Source: an optimization exercise on an open RTL-to-GDS flow (aim: small area, a short achievable clock period and few clock cycles per item). Production flows keep margins and buffers that such runs may drop.
RTL that was checked went through simulation tests only; none was proved equivalent to the original.
The RTL of run 1 was laid out without a check of its function.

## flow/design.v (module list and top-level ports; edited modules follow where they fit)
// module keyframe_displacement_test_core: 1295 lines
module keyframe_displacement_test_core
(
  input  wire logic        clk_i,
  input  wire logic        rst_ni,
  input  wire logic        in_valid,
  output logic             in_stall,
  input  wire logic [16:0] ref_x_i,
  input  wire logic [16:0] ref_y_i,
  input  wire logic [16:0] cur_x_i,
  input  wire logic [16:0] cur_y_i,
  input  wire logic        valid_req_i,
  input  wire logic        has_reference_i,
  input  wire logic        last_i,
  output logic             out_valid,
  input  wire logic        out_stall,
  output logic             is_keyframe_o,
  output logic [12:0]      match_count_o,
  output logic [29:0]      distance_sum_o,
  input  wire logic        cfg_valid,
  output logic             cfg_ready,
  input  wire logic [1:0]  cfg_index_i,
  input  wire logic [15:0] cfg_data_i
);
  // ...
==> flow/run.sh <==
#!/bin/bash
# synth_recipe.tcl (not shown) runs the flow's synth.tcl, then flattens the netlist and writes it again
# the make line also repeats each setting of config.mk as NAME=value (left out here)
make -C /OpenROAD-flow-scripts/flow DESIGN_CONFIG=/design/flow/config.mk WORK_HOME=/design/flow/orfs CLKGATE_MAP_FILE= SYNTH_SCRIPT=/design/flow/synth_recipe.tcl finish
==> flow/config.mk <==
export PLATFORM = sky130hd
export DESIGN_NAME = keyframe_displacement_test_core
export DESIGN_NICKNAME = keyframe_displacement_test_core
export VERILOG_FILES = /design/flow/design.v
export SDC_FILE = /design/flow/constraint.sdc
export NUM_CORES = 4
export LEC_CHECK = 0
export CAP_MARGIN = 20
export CORE_MARGIN = 2
export CORE_UTILIZATION = 40
export SETUP_SLACK_MARGIN = 5
export SLEW_MARGIN = 20
==> flow/constraint.sdc <==
create_clock -name core_clock -period 9.0 [get_ports {clk_i}]
set_input_delay 1.8000 -clock core_clock [delete_from_list [all_inputs] [get_ports {clk_i}]]
set_output_delay 1.8000 -clock core_clock [all_outputs]
set_load 0.01 [all_outputs]
==> results.json, run 1 <==
{
  "postSynthCellCount": 4824,
  "maxCapViolCount": 0,
  "reg_top3": "s1_m x131, acc_t_q x41, s2_rad x35",
  "wirelength_met1_mm": 43.5,
  "htreeDepth": 3,
  "timing.critical_path.from_type": "register",
  "routed_vias": 32700,
  "first_pass_iters": 5,
  "finalHoldViolCount": 0,
  "synth_fa_ha_area_frac": 0.196,
  "buf_share": 0.0277,
  "yosys.area_share.xor_xnor": 0.0754,
  "whs_path_depth": 0,
  "n_tap_cell": 1742,
  "fin_worst_hold_slack_ps": 298,
  "synth-main-ff-cell": "sky130_fd_sc_hd__dfxtp_1",
  "route.detailed.vias_per_inst": 4.80,
  "nonClockInverterCount": 440,
  "cts_tree": "yes",
  "syn_to_final_growth_pct": 14.4,
  "comb.multi_input.count": 3122,
  "result_of_the_run": "timing/DRC/antenna clean",
  "critical-path-top-delay-family": "adder cells",
  "synth_area_per_cell_um2": 10.9,
  "rsz_0062_raised_after_global_routing": "yes",
  "layout_commonest_cell": "sky130_fd_sc_hd__dfxtp_1",
  "dominant-cell-class": "multi-input combinational cells",
  "worst-r2r-cell-count": 7,
  "top_usage_layer": "met2",
  "synth_compound_area_frac": 0.0914,
  "number_of_antenna_violations_at_the_first_check_in_global_routing": 0,
  "critical_path.startpoint": "s0_dy[17]$_DFF_P_",
  "timing_max_transition_violations_final": 0,
  "core.rowCount": 132,
  "layout.filler_cells": 12100,
  "achievable-frequency_ghz": 0.258,
  "timing.critical_path.fanout_max": 18,
  "post_cts_resized": 23,
  "synth.top_cells.by_area": "sky130_fd_sc_hd__dfxtp_1, sky130_fd_sc_hd__edfxtp_1, sky130_fd_sc_hd__fa_1",
  "final_min_period_over_clock_period": 0.430
}
==> run 2: changes to the inputs <==
--- a/flow/design.v
+++ b/flow/design.v
@@ -1217,24 +1217,24 @@
   logic [12:0] sl3_cnt_q;
   logic [29:0] sl3_sum_q;
   logic take, out_free;
   assign take     = out_v_q && !out_stall;
   assign out_free = !out_v_q || take;
   logic sl1_free;
   logic sl2_free;
   logic sl3_free;
-  assign sl1_free = !sl1_v_q || out_free;
-  assign sl2_free = !sl2_v_q || sl1_free;
-  assign sl3_free = !sl3_v_q || sl2_free;
+  assign sl1_free = !sl1_v_q || take;
+  assign sl2_free = !sl2_v_q || take;
+  assign sl3_free = !sl3_v_q || take;
   logic acc_to [0:3];
-  assign acc_to[0] = acc_closed_q && out_free && !sl1_v_q;
-  assign acc_to[1] = acc_closed_q && sl1_free && !sl2_v_q && !acc_to[0];
-  assign acc_to[2] = acc_closed_q && sl2_free && !sl3_v_q && !acc_to[0] && !acc_to[1];
-  assign acc_to[3] = acc_closed_q && sl3_free && !1'b0 && !acc_to[0] && !acc_to[1] && !acc_to[2];
+  assign acc_to[0] = acc_closed_q && (take ? (out_v_q && !sl1_v_q) : (!out_v_q && 1'b1));
+  assign acc_to[1] = acc_closed_q && (take ? (sl1_v_q && !sl2_v_q) : (!sl1_v_q && out_v_q));
+  assign acc_to[2] = acc_closed_q && (take ? (sl2_v_q && !sl3_v_q) : (!sl2_v_q && sl1_v_q));
+  assign acc_to[3] = acc_closed_q && (take ? (sl3_v_q && !1'b0) : (!sl3_v_q && sl2_v_q));
   assign acc_move = acc_to[0] || acc_to[1] || acc_to[2] || acc_to[3];
   always_ff @(posedge clk_i or negedge rst_ni) begin
     if (!rst_ni) begin
       out_v_q <= 1'b0;
       sl1_v_q <= 1'b0;
       sl2_v_q <= 1'b0;
       sl3_v_q <= 1'b0;
     end else begin
==> flow/flow/run.sh (new file) <==
#!/bin/bash
# The standard layout (standard.sh: ORFS from synthesis to the final
# layout, unchanged synthesis), with two settings changed through the
# environment:
#  - the port buffers that buffer_ports inserts on every input and output are
#    a plain buffer cell (buf_2) instead of the default choice;
#  - setup repair aims at 5.4 ns of slack on the 9 ns clock, so it keeps
#    improving paths down to about 3.6 ns.
# The make output goes to standard.log; ORFS keeps each step's own log under
# orfs/logs/.
export BUFFER_PORTS_ARGS="-buffer_cell sky130_fd_sc_hd__buf_2"
export SETUP_SLACK_MARGIN=5.4
bash standard.sh > standard.log 2>&1
==> flow/standard.sh (new file) <==
#!/bin/bash
# synth_recipe.tcl (not shown) runs the flow's synth.tcl, then flattens the netlist and writes it again
# the make line also repeats each setting of config.mk as NAME=value (left out here)
make -C /OpenROAD-flow-scripts/flow DESIGN_CONFIG=/design/flow/config.mk WORK_HOME=/design/flow/orfs CLKGATE_MAP_FILE= SYNTH_SCRIPT=/design/flow/synth_recipe.tcl "${@:-finish}"
==> flow/config.mk (replaced) <==
export PLATFORM = sky130hd
export DESIGN_NAME = keyframe_displacement_test_core
export DESIGN_NICKNAME = keyframe_displacement_test_core
export VERILOG_FILES = /design/flow/design.v
export SDC_FILE = /design/flow/constraint.sdc
export NUM_CORES = 4
export LEC_CHECK = 0
export CAP_MARGIN = 20
export CORE_MARGIN = 2
export CORE_UTILIZATION = 60
export SLEW_MARGIN = 20
removed: flow/run.sh
==> results.json, run 2 <==
{
  "result_of_the_run": "timing/DRC/antenna clean",
  "final_layout_size_suffix_gt1_frac": 0.126,
  "synth_area_per_cell_um2": 10.8,
  "cts_hold_repair.buffers": 0,
  "postSynthCellCount": 4903,
  "timing.critical_path.fanout_max": 7,
  "die_y_um": 301,
  "finalHoldViolCount": 0,
  "netlist-cell-type-count": 89,
  "rsz_0062_raised_after_global_routing": "yes",
  "layout.cells.most_common_list": "sky130_fd_sc_hd__dfxtp_1, sky130_fd_sc_hd__nor2_1, sky130_fd_sc_hd__inv_1",
  "reg_top3": "s1_m x131, acc_t_q x41, s2_rad x35",
  "finClkSkew_ps": 30.5,
  "maxCapViolCount": 0,
  "drt_first_iter_violations": 1904,
  "critical-path-top-delay-family": "adder cells",
  "final-instance-count-excl-fill": 6320,
  "cp_data_required_time_ps": 9580,
  "setup-violations-final": 0,
  "numCtsBuffers": 111,
  "arrival_time_worst_endpoint_ps": 4130,
  "drt_drc_violations_left": 0,
  "hold_class": "reg2reg",
  "yosys_register_bits": 1113,
  "syn_to_final_growth_pct": 12.3,
  "gp_congestion": 0.875,
  "holdCritStartpoint": "s3_rad[22]$_DFF_P_",
  "critical-path-top-cell-by-count": "sky130_fd_sc_hd__fa_1",
  "period_needed_ps": 3550,
  "post-synth-top-area-fraction": 0.308,
  "grt_overflow": 0,
  "synth.top_cells.by_area": "sky130_fd_sc_hd__dfxtp_1, sky130_fd_sc_hd__edfxtp_1, sky130_fd_sc_hd__fa_1",
  "critical_path.endpoint_type": "register",
  "first_global_vias": 34000,
  "whs_path_depth": 0,
  "start_util": 0.603,
  "worst_r2r_endpoint": "s1_m[74]$_DFF_P_",
  "dieArea_mm2": 0.0907,
  "htreeDepth": 3,
  "wirelength_mm": 105,
  "largest-register": "s1_m",
  "yosysWarningCount": 2,
  "worst_setup_hold_path_clk_slew_ps": 60,
  "max_slew_margin": 0.378,
  "worst-r2r-cell-count": 9,
  "timing.critical_path.from_type": "register",
  "final_min_period_over_clock_period": 0.395,
  "grt_first_pass_wirelength_mm": 170,
  "critPathSlowestCell": "sky130_fd_sc_hd__fa_1",
  "cells_traversed_along_the_worst_timing_path": "buf_4 -> buf_4 -> ha_4 -> or2_2 -> fa_1 -> inv_1 -> fa_1 -> fa_1 -> fa_1",
  "achievable-frequency_ghz": 0.282,
  "tightestPinTransition_ps": 933,
  "critical_path.n_buffers_inverters": 3,
  "synth.cells.most_frequent": "sky130_fd_sc_hd__dfxtp_1, sky130_fd_sc_hd__nor2_1, sky130_fd_sc_hd__inv_1",
  "synth-edff-count": 177,
  "cts_tree": "yes",
  "layout.filler_cells": 6896,
  "timing.rr.start": "s0_dx[17]$_DFF_P_",
  "reg2reg_slack_ps": 5450,
  "number_of_buffers_inserted_by_port_buffering": 139,
  "core_area_mm2": 0.0880,
  "first_pass_iters": 5,
  "place_inst": 6073,
  "critical_path_class": "reg2reg",
  "layout_commonest_cell": "sky130_fd_sc_hd__dfxtp_1",
  "die-width_um": 301,
  "routed_vias": 33800,
  "route.detailed.wl_per_inst_um": 16.6,
  "core.rowCount": 109,
  "cts_root_buffer": "sky130_fd_sc_hd__clkbuf_16",
  "num_ports": 141,
  "route.detailed.vias_per_inst": 5.35,
  "number_of_antenna_violations_at_the_first_check_in_global_routing": 1,
  "antenna_violating_nets_post_route": 0,
  "grt_usage": 0.232,
  "grt_max_degree": 75,
  "synth-main-ff-cell": "sky130_fd_sc_hd__dfxtp_1",
  "timing_max_transition_violations_final": 0,
  "synth_area_leader_cell": "sky130_fd_sc_hd__dfxtp_1",
  "largest_reg_flops": 131,
  "synth_seq_area_share": 0.465,
  "postSynthNetCount": 5662,
  "place.detailed.hpwl_mm": 75.9,
  "clock_latency_ps": 710,
  "mappedNetlistArea_mm2": 0.0530,
  "synth_async_sr_flop_share": 0.108,
  "synthMostInstantiatedCell": "sky130_fd_sc_hd__dfxtp_1",
  "holdPathEnd": "s4_rad[22]$_DFF_P_",
  "buffer_levels_on_the_longest_clock_path": 3,
  "slowest_delay_ps": 570,
  "clock_sinks": 1113,
  "nets": 5821,
  "tns_ps": 0
}
run 2: area by class of cell:
class	instances	area, µm²	area share
Antenna cell	1	2.50	0.0000420
Clock buffer	158	3170	0.0532
Clock inverter	47	558	0.00937
Inverter	458	1730	0.0290
Multi-Input combinational cell	3183	26800	0.449
Sequential cell	1113	24700	0.414
Tap cell	1165	1460	0.0245
Timing Repair Buffer	195	1210	0.0203
run 2: how the worst max path moves through the flow:
stage | from | end | slack, ps | cells after the start
4_1_cts | s0_dx[17]$_DFF_P_ | s1_m[62]$_DFF_P_ | 5330 | 10
3_3_place_gp | cur_x_i[1] | s0_dx[15]$_DFF_P_ | 4940 | 11
6_report | s0_dx[17]$_DFF_P_ | s1_m[74]$_DFF_P_ | 5450 | 9
5_1_grt | s1_m[10]$_DFF_P_ | s2_rad[31]$_DFF_P_ | 5350 | 13
3_5_place_dp | cur_x_i[1] | s0_dx[15]$_DFF_P_ | 4940 | 11
2_1_floorplan | ref_y_i[0] | s0_dy[16]$_DFF_P_ | 5350 | 11
run 2: timing repair:
item | 4_1_cts | 5_1_grt
resized for setup | 55 | 63
setup buffers | 6 | 31
endpoints found under the setup margin | 81 | 76
pin swaps | 7 | 37
cloned | 1 | 2
run 2: metrics by stage:
step,hold slack (ps),instance area (µm²),setup WS (ps),util
after floorplan,310,53100,5350,-
after global placement,310,54800,4940,0.623
after detailed placement,312,54800,4940,0.623
after CTS,307,58900,5330,0.669
after global routing,323,59500,5350,0.677
final,307,59500,5450,0.677
run 2: layer usage:
metal  up-vias  GRT usage  wire length (µm)
li1      16700          -                 -
met1     16200      0.309             47400
met2       750      0.388             49600
met3       170     0.0375              4980
met4         0     0.0775              2750
met5         -          0                 0
run 2: cell families after synthesis:
logic type | after synthesis | synth area share
muxes | 118 | 0.0243
DFF | 1113 | 0.465
adders and majority gates | 665 | 0.194
buffers and inverters | 608 | 0.0432
xor gates and xnor gates | 435 | 0.0719
and+or+nand+nor | 1131 | 0.0998
other | 1 | 0.0000707
AOI/OAI and AO/OA | 832 | 0.101
Testbench counts of run 2, summed over its fixed seeds: cycles 5,613, items 5,317.
==> run 3: changes to the inputs <==
--- a/flow/config.mk
+++ b/flow/config.mk
@@ -10,2 +10,4 @@
 export CORE_UTILIZATION = 60
+export CTS_CLUSTER_DIAMETER = 100
+export CTS_CLUSTER_SIZE = 30
 export SLEW_MARGIN = 20
==> results.json, run 3 <==
{
  "setup-violations-final": 0,
  "route.detailed.wl_per_inst_um": 16.5,
  "critical_path_class": "reg2reg",
  "first_pass_iters": 7,
  "whs_path_depth": 0,
  "timing.critical_path.fanout_max": 17,
  "grt_overflow": 0,
  "fin_worst_hold_slack_ps": 326,
  "synth_async_sr_flop_share": 0.108,
  "grt_usage": 0.226,
  "die_y_um": 301,
  "drt_drc_violations_left": 0,
  "wirelength_met1_mm": 47.1,
  "timing.critical_path.from_type": "register",
  "place_inst": 6073,
  "grt_max_degree": 75,
  "core_area_mm2": 0.0880,
  "max_slew_margin": 0.321,
  "buffer_levels_on_the_longest_clock_path": 3,
  "cts_hold_repair.buffers": 0,
  "core.rowCount": 109,
  "clock_sinks": 1113,
  "post-synth-top-area-fraction": 0.308,
  "synth_seq_area_share": 0.465,
  "reg_top3": "s1_m x131, acc_t_q x41, s2_rad x35",
  "wirelength_mm": 102,
  "synth-main-ff-cell": "sky130_fd_sc_hd__dfxtp_1",
  "number_of_antenna_violations_at_the_first_check_in_global_routing": 1,
  "achievable-frequency_ghz": 0.282,
  "gp_congestion": 0.875,
  "die-width_um": 301,
  "syn_to_final_growth_pct": 7.52,
  "route.detailed.vias_per_inst": 5.37,
  "cp_data_required_time_ps": 9500,
  "final_layout_size_suffix_gt1_frac": 0.103,
  "reg2reg_slack_ps": 5450,
  "place.detailed.hpwl_mm": 75.9,
  "number_of_buffers_inserted_by_port_buffering": 139,
  "layout.filler_cells": 7183,
  "yosys_register_bits": 1113,
  "worst_setup_hold_path_clk_slew_ps": 100,
  "layout.cells.most_common_list": "sky130_fd_sc_hd__dfxtp_1, sky130_fd_sc_hd__nor2_1, sky130_fd_sc_hd__inv_1",
  "multi_input_comb_area_mm2": 0.0267,
  "numCtsBuffers": 44,
  "largest_reg_flops": 131,
  "num_ports": 141,
  "timing.rr.start": "s0_dx[17]$_DFF_P_",
  "hold_class": "reg2reg",
  "tns_ps": 0,
  "layout_setup_ws_ps": 5450,
  "antenna_violating_nets_post_route": 0,
  "drt_first_iter_violations": 1681,
  "critical_path.endpoint_type": "register",
  "largest-register": "s1_m",
  "dieArea_mm2": 0.0907,
  "finClkSkew_ps": 22.3,
  "mappedNetlistArea_mm2": 0.0530,
  "worst-r2r-cell-count": 9,
  "period_needed_ps": 3550,
  "cts_root_buffer": "sky130_fd_sc_hd__clkbuf_16",
  "synthMostInstantiatedCell": "sky130_fd_sc_hd__dfxtp_1",
  "netlist-cell-type-count": 89,
  "synth-edff-count": 177,
  "timing_max_transition_violations_final": 0,
  "final-instance-count-excl-fill": 6177,
  "nets": 5747,
  "layout.core_utilization": 0.648,
  "worst_r2r_endpoint": "s1_m[86]$_DFF_P_",
  "holdPathEnd": "s7_rad[0]$_DFF_P_",
  "synth_area_leader_cell": "sky130_fd_sc_hd__dfxtp_1",
  "layout_commonest_cell": "sky130_fd_sc_hd__dfxtp_1",
  "synth.top_cells.by_area": "sky130_fd_sc_hd__dfxtp_1, sky130_fd_sc_hd__edfxtp_1, sky130_fd_sc_hd__fa_1",
  "maxCapViolCount": 0,
  "first_global_vias": 33100,
  "synth.cells.most_frequent": "sky130_fd_sc_hd__dfxtp_1, sky130_fd_sc_hd__nor2_1, sky130_fd_sc_hd__inv_1",
  "holdCritStartpoint": "s6_rad[0]$_DFF_P_",
  "yosysWarningCount": 2,
  "routed_vias": 33100,
  "arrival_time_worst_endpoint_ps": 4050,
  "area_of_all_sequential_standard_cells_mm2": 0.0247,
  "start_util": 0.603,
  "met2_length_mm": 48.5,
  "synth_area_per_cell_um2": 10.8,
  "postSynthCellCount": 4903,
  "finalHoldViolCount": 0,
  "dp_slack_ps": 4940,
  "rsz_0062_raised_after_global_routing": "yes",
  "final_min_period_over_clock_period": 0.394,
  "clock_latency_ps": 630,
  "postSynthNetCount": 5662,
  "routed_wire_length_on_met3_mm": 4.18,
  "grt_first_pass_wirelength_mm": 167,
  "tightestPinTransition_ps": 1020,
  "cts_tree": "yes",
  "route.top_layer_used": "met4",
  "result_of_the_run": "timing/DRC/antenna clean",
  "htreeDepth": 2
}
run 3: per-layer routing:
| layer | vias up | track usage |
|---|---|---|
| li1 | 16500 | - |
| met1 | 15900 | 0.306 |
| met2 | 584 | 0.386 |
| met3 | 120 | 0.0285 |
| met4 | 0 | 0.0547 |
| met5 | - | 0 |
run 3: cell families after synthesis:
group | share of synthesized area
simple gates | 0.0998
flops | 0.465
compound gates | 0.101
fa+ha+maj | 0.194
buf+inv | 0.0432
xor+xnor | 0.0719
mux | 0.0243
other cells | 0.0000707
run 3: worst max path at each step:
stage | start | slack [ps] | to | depth (start not counted)
global placement | cur_x_i[1] | 4940 | s0_dx[15]$_DFF_P_ | 11
global route | s0_dx[17]$_DFF_P_ | 5350 | s1_m[82]$_DFF_P_ | 9
floorplan | ref_y_i[0] | 5350 | s0_dy[16]$_DFF_P_ | 11
detailed placement | cur_x_i[1] | 4940 | s0_dx[15]$_DFF_P_ | 11
CTS | s0_dx[17]$_DFF_P_ | 5330 | s1_m[62]$_DFF_P_ | 10
finish | s0_dx[17]$_DFF_P_ | 5450 | s1_m[86]$_DFF_P_ | 9
run 3: layout make-up:
class	instances	area share
clock buffer	59	0.0203
multi-input combinational	3183	0.468
timing repair buffer	188	0.0201
sequential	1113	0.433
antenna	2	0.0000878
clock inverter	9	0.00248
tap	1165	0.0256
inverter	458	0.0303
run 3: worst max-delay path, stage by stage (launching register included):
cell,delay (ps)
sky130_fd_sc_hd__dfxtp_4,420
sky130_fd_sc_hd__buf_12,150
sky130_fd_sc_hd__ha_2,550
sky130_fd_sc_hd__nor2_1,110
sky130_fd_sc_hd__fa_1,560
sky130_fd_sc_hd__inv_1,60
sky130_fd_sc_hd__fa_1,520
sky130_fd_sc_hd__inv_1,60
sky130_fd_sc_hd__fa_1,500
sky130_fd_sc_hd__fa_1,490
run 3: what timing repair did:
item                       CTS  global route
gates cloned                 1             3
pin swaps                    8            26
setup endpoints to repair   78            75
gates resized for setup     52            62
buffers inserted            11            19
run 3: per-stage QoR:
step | instance area [µm²]
after global routing | 57000
final | 57000
after global placement | 54800
after detailed placement | 54800
after CTS | 56500
after floorplan | 53100
==> run 4: changes to the inputs <==
--- a/flow/config.mk
+++ b/flow/config.mk
@@ -11,3 +11,3 @@
 export CTS_CLUSTER_DIAMETER = 100
-export CTS_CLUSTER_SIZE = 30
+export CTS_CLUSTER_SIZE = 25
 export SLEW_MARGIN = 20
==> results.json, run 4 <==
{
  "cp_data_required_time_ps": 9510,
  "period_needed_ps": 3550,
  "critical_path_class": "reg2reg",
  "main_combinational_cell_family_by_area_after_synthesis": "adder cells",
  "max_slew_margin": 0.318,
  "critical-path-top-cell-by-count": "sky130_fd_sc_hd__fa_1",
  "grt_first_pass_wirelength_mm": 167,
  "numCtsBuffers": 51,
  "cells_traversed_along_the_worst_timing_path": "buf_12 -> ha_4 -> buf_4 -> or2_2 -> fa_1 -> inv_1 -> fa_1 -> fa_1 -> fa_1",
  "achievable-frequency_ghz": 0.282,
  "post-synth-top-area-fraction": 0.308,
  "area_of_all_sequential_standard_cells_mm2": 0.0247,
  "layout_commonest_cell": "sky130_fd_sc_hd__dfxtp_1",
  "layout.filler_cells": 7144,
  "layout.core_utilization": 0.650,
  "die-width_um": 301,
  "die_y_um": 301,
  "number_of_antenna_violations_at_the_first_check_in_global_routing": 1,
  "critical-path-top-delay-family": "adder cells",
  "worst_setup_hold_path_clk_slew_ps": 90,
  "slowest_delay_ps": 560,
  "worst_r2r_endpoint": "s1_m[58]$_DFF_P_",
  "first_global_vias": 33200,
  "buffer_levels_on_the_longest_clock_path": 3,
  "tightestPinTransition_ps": 1020,
  "nets": 5756,
  "synth.top_cells.by_area": "sky130_fd_sc_hd__dfxtp_1, sky130_fd_sc_hd__edfxtp_1, sky130_fd_sc_hd__fa_1",
  "netlist-cell-type-count": 89,
  "critical_path.endpoint_type": "register",
  "clock_latency_ps": 650,
  "cts_hold_repair.buffers": 0,
  "antenna_violating_nets_post_route": 0,
  "hold_class": "reg2reg",
  "htreeDepth": 2,
  "num_ports": 141,
  "synth-main-ff-cell": "sky130_fd_sc_hd__dfxtp_1",
  "place.detailed.hpwl_mm": 75.9,
  "grt_overflow": 0,
  "timing_max_transition_violations_final": 0,
  "cts_tree": "yes",
  "setup-violations-final": 0,
  "reg_top3": "s1_m x131, acc_t_q x41, s2_rad x35",
  "synth_area_per_cell_um2": 10.8,
  "core.rowCount": 109,
  "synth_area_leader_cell": "sky130_fd_sc_hd__dfxtp_1",
  "yosysWarningCount": 2,
  "layout.cells.most_common_list": "sky130_fd_sc_hd__dfxtp_1, sky130_fd_sc_hd__nor2_1, sky130_fd_sc_hd__inv_1",
  "synth_compound_area_frac": 0.101,
  "core_area_mm2": 0.0880,
  "synth_async_sr_flop_share": 0.108,
  "arrival_time_worst_endpoint_ps": 4060,
  "yosys.area_share.xor_xnor": 0.0719,
  "route.detailed.vias_per_inst": 5.37,
  "grt_usage": 0.226,
  "largest-register": "s1_m",
  "finalHoldViolCount": 0,
  "start_util": 0.603,
  "drt_first_iter_violations": 1731,
  "critPathSlowestCell": "sky130_fd_sc_hd__fa_1",
  "postSynthCellCount": 4903,
  "reg2reg_slack_ps": 5450,
  "synthMuxAreaShare": 0.0243,
  "finClkSkew_ps": 24.2,
  "synth.cells.most_frequent": "sky130_fd_sc_hd__dfxtp_1, sky130_fd_sc_hd__nor2_1, sky130_fd_sc_hd__inv_1",
  "first_pass_iters": 5,
  "timing.critical_path.from_type": "register",
  "final_layout_size_suffix_gt1_frac": 0.104,
  "synth_seq_area_share": 0.465,
  "routed_vias": 33200,
  "whs_path_depth": 0,
  "critical_path.n_buffers_inverters": 3,
  "multi_input_comb_area_mm2": 0.0267,
  "postSynthNetCount": 5662,
  "wirelength_mm": 102,
  "synth_fa_ha_area_frac": 0.194,
  "largest_reg_flops": 131,
  "cts_root_buffer": "sky130_fd_sc_hd__clkbuf_16",
  "drt_drc_violations_left": 0,
  "holdCritStartpoint": "s8_rad[12]$_DFF_P_",
  "syn_to_final_growth_pct": 7.82,
  "final_min_period_over_clock_period": 0.394,
  "synth-edff-count": 177,
  "tns_ps": 0,
  "worst-r2r-cell-count": 9,
  "result_of_the_run": "timing/DRC/antenna clean",
  "holdPathEnd": "s9_rad[12]$_DFF_P_",
  "yosys_register_bits": 1113,
  "timing.critical_path.fanout_max": 9,
  "dieArea_mm2": 0.0907,
  "clock_sinks": 1113,
  "mappedNetlistArea_mm2": 0.0530,
  "synth-simple-area-share": 0.0998,
  "maxCapViolCount": 0,
  "fin_worst_hold_slack_ps": 326,
  "synthMostInstantiatedCell": "sky130_fd_sc_hd__dfxtp_1",
  "route.detailed.wl_per_inst_um": 16.5,
  "number_of_buffers_inserted_by_port_buffering": 139,
  "timing.rr.start": "s0_dx[17]$_DFF_P_",
  "gp_congestion": 0.875,
  "rsz_0062_raised_after_global_routing": "yes",
  "grt_max_degree": 75
}
==> run 4: per-layer routing <==
metal  GRT usage  vias up  wire length, µm
met5           0        -                0
met4      0.0602        0             2550
met3      0.0282      143             4170
met2       0.382      611            48100
met1       0.308    15900            47100
li1            -    16500                -
==> run 4: worst max path at each step <==
stage	startpoint	to	depth (start not counted)
2_1_floorplan	ref_y_i[0]	s0_dy[16]$_DFF_P_	11
4_1_cts	s0_dx[17]$_DFF_P_	s1_m[62]$_DFF_P_	10
3_5_place_dp	cur_x_i[1]	s0_dx[15]$_DFF_P_	11
6_report	s0_dx[17]$_DFF_P_	s1_m[58]$_DFF_P_	9
3_3_place_gp	cur_x_i[1]	s0_dx[15]$_DFF_P_	11
5_1_grt	s16_vr$_DFF_PN0_	acc_t_q[40]$_DFF_P_	13
==> run 4: layout make-up <==
| class | instances | area share |
|---|---|---|
| clock inverter | 8 | 0.00210 |
| sequential | 1113 | 0.432 |
| clock buffer | 68 | 0.0234 |
| tap | 1165 | 0.0255 |
| inverter | 458 | 0.0302 |
| antenna | 1 | 0.0000438 |
| multi-input combinational | 3183 | 0.467 |
| timing repair buffer | 190 | 0.0198 |
==> run 4: per-stage QoR <==
step	area, µm²	setup slack [ps]	std cells
after CTS	56600	5340	6156
after detailed placement	54800	4940	6073
after global routing	57100	5350	6185
after floorplan	53100	5350	4903
after global placement	54800	4940	6073
final	57200	5450	6186
==> run 4: timing repair <==
action                                  4_1_cts  5_1_grt
pin swaps                                     5       31
endpoints found under the setup margin       79       78
gates resized for setup                      53       53
cloned                                        1        2
setup buffers                                 6       27
==> run 4: kinds of logic (layout without fill, tap and decap cells) <==
| logic type | after synthesis | count (layout) |
|---|---|---|
| fa+ha+maj | 665 | 665 |
| simple gates | 1131 | 1131 |
| flops | 1113 | 1113 |
| compound gates | 832 | 833 |
| other cells | 1 | 2 |
| mux | 118 | 118 |
| buf+inv | 608 | 724 |
| xor+xnor | 435 | 435 |
==> run 4: worst reg2reg max path, delay by kind of cell, from the launching register on <==
kind                       cells  cell delay, ps
DFF                            1             360
and+or+nand+nor                1             310
buffers and inverters          3             380
adders and majority gates      5            2380
==> run 5: changes to the inputs <==
--- a/flow/flow/run.sh
+++ b/flow/flow/run.sh
@@ -6,4 +6,4 @@
 #    a plain buffer cell (buf_2) instead of the default choice;
-#  - setup repair aims at 5.4 ns of slack on the 9 ns clock, so it keeps
-#    improving paths down to about 3.6 ns.
+#  - setup repair aims at 5.55 ns of slack on the 9 ns clock, so it keeps
+#    improving paths down to about 3.45 ns.
 # The make output goes to standard.log; ORFS keeps each step's own log under
@@ -11,3 +11,3 @@
 export BUFFER_PORTS_ARGS="-buffer_cell sky130_fd_sc_hd__buf_2"
-export SETUP_SLACK_MARGIN=5.4
+export SETUP_SLACK_MARGIN=5.55
 bash standard.sh > standard.log 2>&1
--- a/flow/config.mk
+++ b/flow/config.mk
@@ -11,3 +11,3 @@
 export CTS_CLUSTER_DIAMETER = 100
-export CTS_CLUSTER_SIZE = 25
+export CTS_CLUSTER_SIZE = 30
 export SLEW_MARGIN = 20
==> results.json, run 5 <==
{
  "yosys.area_share.xor_xnor": 0.0719,
  "achievable-frequency_ghz": 0.285,
  "cts_tree": "yes",
  "layout_commonest_cell": "sky130_fd_sc_hd__dfxtp_1",
  "core_area_mm2": 0.0880,
  "place_inst": 6080,
  "htreeDepth": 2,
  "synth-simple-area-share": 0.0998,
  "cts_hold_repair.buffers": 0,
  "dieArea_mm2": 0.0907,
  "route.detailed.vias_per_inst": 5.38,
  "synthMuxAreaShare": 0.0243,
  "rsz_0062_raised_after_global_routing": "yes",
  "die-width_um": 301,
  "clock_sinks": 1113,
  "dp_slack_ps": 4850,
  "finalHoldViolCount": 0,
  "layout_setup_ws_ps": 5490,
  "postSynthCellCount": 4903,
  "clock_latency_ps": 620,
  "synth_seq_area_share": 0.465,
  "finClkSkew_ps": 25.8,
  "largest-register": "s1_m",
  "yosys_register_bits": 1113,
  "synthMostInstantiatedCell": "sky130_fd_sc_hd__dfxtp_1",
  "synth-main-ff-cell": "sky130_fd_sc_hd__dfxtp_1",
  "antenna_violating_nets_post_route": 0,
  "layout.core_utilization": 0.665,
  "synth_fa_ha_area_frac": 0.194,
  "main_combinational_cell_family_by_area_after_synthesis": "adder cells",
  "synth_area_per_cell_um2": 10.8,
  "synth_area_leader_cell": "sky130_fd_sc_hd__dfxtp_1",
  "maxCapViolCount": 0,
  "worst_setup_hold_path_clk_slew_ps": 100,
  "hold_class": "reg2reg",
  "gp_congestion": 0.850,
  "buffer_levels_on_the_longest_clock_path": 3,
  "cts_root_buffer": "sky130_fd_sc_hd__clkbuf_16",
  "yosysWarningCount": 2,
  "timing.critical_path.from_type": "register",
  "tightestPinTransition_ps": 1080,
  "fin_worst_hold_slack_ps": 323,
  "synth.top_cells.by_area": "sky130_fd_sc_hd__dfxtp_1, sky130_fd_sc_hd__edfxtp_1, sky130_fd_sc_hd__fa_1",
  "drt_drc_violations_left": 0,
  "first_global_vias": 32900,
  "critical_path_class": "reg2reg",
  "nets": 5838,
  "largest_reg_flops": 131,
  "core.rowCount": 109,
  "place.detailed.hpwl_mm": 75.6,
  "postSynthNetCount": 5662,
  "syn_to_final_growth_pct": 10.3,
  "numCtsBuffers": 45,
  "die_y_um": 301,
  "final-instance-count-excl-fill": 6267,
  "drt_first_iter_violations": 2059,
  "final_min_period_over_clock_period": 0.390,
  "timing.critical_path.fanout_max": 7,
  "tns_ps": 0,
  "routed_vias": 33700,
  "wirelength_mm": 106,
  "result_of_the_run": "timing/DRC/antenna clean",
  "grt_max_degree": 75,
  "netlist-cell-type-count": 89,
  "num_ports": 141,
  "reg_top3": "s1_m x131, acc_t_q x41, s2_rad x35",
  "critical_path.endpoint_type": "register",
  "final_layout_size_suffix_gt1_frac": 0.138,
  "first_pass_iters": 6,
  "synth_async_sr_flop_share": 0.108,
  "layout.cells.most_common_list": "sky130_fd_sc_hd__dfxtp_1, sky130_fd_sc_hd__nor2_1, sky130_fd_sc_hd__inv_1",
  "layout.filler_cells": 6920,
  "period_needed_ps": 3510,
  "start_util": 0.603,
  "setup-violations-final": 0,
  "route.detailed.wl_per_inst_um": 16.9,
  "number_of_antenna_violations_at_the_first_check_in_global_routing": 0,
  "number_of_buffers_inserted_by_port_buffering": 139,
  "post-synth-top-area-fraction": 0.308,
  "cp_data_required_time_ps": 9510,
  "mappedNetlistArea_mm2": 0.0530,
  "grt_first_pass_wirelength_mm": 169,
  "synth-edff-count": 177,
  "grt_overflow": 0,
  "arrival_time_worst_endpoint_ps": 4020,
  "grt_usage": 0.230,
  "max_slew_margin": 0.281,
  "timing_max_transition_violations_final": 0,
  "synth.cells.most_frequent": "sky130_fd_sc_hd__dfxtp_1, sky130_fd_sc_hd__nor2_1, sky130_fd_sc_hd__inv_1",
  "synth_compound_area_frac": 0.101
}
## run 5: cell counts after synthesis
No cell type changed its count.
## run 5: final timing paths
kind	depth (start not counted)	endpoint	start	slack (ps)
min in group asynchronous	1	sl1_v_q$_DFFE_PN0N_	rst_ni	1240
max reg2reg	12	s1_m[46]$_DFF_P_	s0_dx[17]$_DFF_P_	5490
min	0	s5_rad[11]$_DFF_P_	s4_rad[11]$_DFF_P_	320
min reg2reg	0	s5_rad[11]$_DFF_P_	s4_rad[11]$_DFF_P_	320
max in group asynchronous	2	min_matches_q[10]$_DFFE_PN0P_	rst_ni	6480
max	12	s1_m[46]$_DFF_P_	s0_dx[17]$_DFF_P_	5490
## run 5: kinds of logic after synthesis
kind of cell	Yosys count
and+or+nand+nor	1131
DFF	1113
AOI/OAI and AO/OA	832
adders and majority gates	665
buffers and inverters	608
xor gates and xnor gates	435
muxes	118
other	1
## run 5: stage by stage
step / area [µm²]
2_1_floorplan: 53300
5_1_grt: 58500
3_5_place_dp: 55000
6_report: 58500
3_3_place_gp: 55000
4_1_cts: 57400
## run 5: worst max-delay path: stages (launching register included)
cell	delay, ps
sky130_fd_sc_hd__dfxtp_4	370
sky130_fd_sc_hd__buf_12	140
sky130_fd_sc_hd__buf_6	130
sky130_fd_sc_hd__ha_4	350
sky130_fd_sc_hd__buf_6	120
sky130_fd_sc_hd__buf_4	100
sky130_fd_sc_hd__nor2_1	50
sky130_fd_sc_hd__fa_1	520
sky130_fd_sc_hd__inv_1	60
sky130_fd_sc_hd__fa_1	540
sky130_fd_sc_hd__inv_1	70
sky130_fd_sc_hd__fa_2	530
sky130_fd_sc_hd__fa_1	400
## run 5: final cells by class
class	instances	area (µm²)	share of cell area
multi-input combinational	3183	27400	0.468
clock inverter	12	140	0.00240
inverter	458	1740	0.0297
tap	1165	1460	0.0249
sequential	1113	24700	0.422
timing repair buffer	278	1930	0.0331
clock buffer	57	1190	0.0204
antenna	1	2.50	0.0000428
## run 5: what timing repair did
item | in CTS | in global routing
pin swaps | 54 | 92
resized for setup | 113 | 130
cloned | 3 | 3
endpoints found under the hold margin | 0 | 0
buffers inserted | 61 | 50
endpoints found under the setup margin | 97 | 89
## run 5: metal layers
metal / GRT usage / share of wire
met2: 0.385 / 0.47
met3: 0.0300 / 0.044
met1: 0.318 / 0.46
met5: 0 / 0
met4: 0.0575 / 0.026

separate check: timing with driven ports:
How much do the figures lean on ideal ports? The routed layouts below were timed once more, with nothing changed but the port constraints. Step 1 (the two cells are an assumption about what drives the block):
set clk [get_ports {clk_i}]
set_driving_cell -lib_cell sky130_fd_sc_hd__clkbuf_16 $clk
set_driving_cell -lib_cell sky130_fd_sc_hd__buf_2 [delete_from_list [all_inputs] $clk]
Step 2 moves the port delays by t, midway between the first and last clock arrival at a register: inputs arrive t later, outputs are due t later. That takes back most of the time a late clock gives input paths. Slacks: no drivers / after step 1 / after step 2; pairs: no drivers / after step 1.
| run | shift t [ns] | setup slack, ns | latest minus earliest clock arrival (ns) | worst register clock-pin slew, ns |
|---|---|---|---|---|
| run 1 | 0.779 | 5.128 / 5.128 / 4.499 | 0.080 / 0.080 | 0.07 / 0.07 |
| run 2 | 0.754 | 5.449 / 5.449 / 4.951 | 0.033 / 0.033 | 0.07 / 0.07 |
| run 3 | 0.683 | 5.455 / 5.455 / 4.970 | 0.023 / 0.023 | 0.12 / 0.12 |
| run 4 | 0.700 | 5.450 / 5.450 / 4.933 | 0.024 / 0.025 | 0.10 / 0.10 |
| run 5 | 0.680 | 5.493 / 5.493 / 4.986 | 0.042 / 0.041 | 0.12 / 0.12 |
After both steps setup and hold are still met in every run listed. For run 1, which loses most, drivers alone change the setup slack by 0.000 ns; drivers and shift together by -0.629 ns.
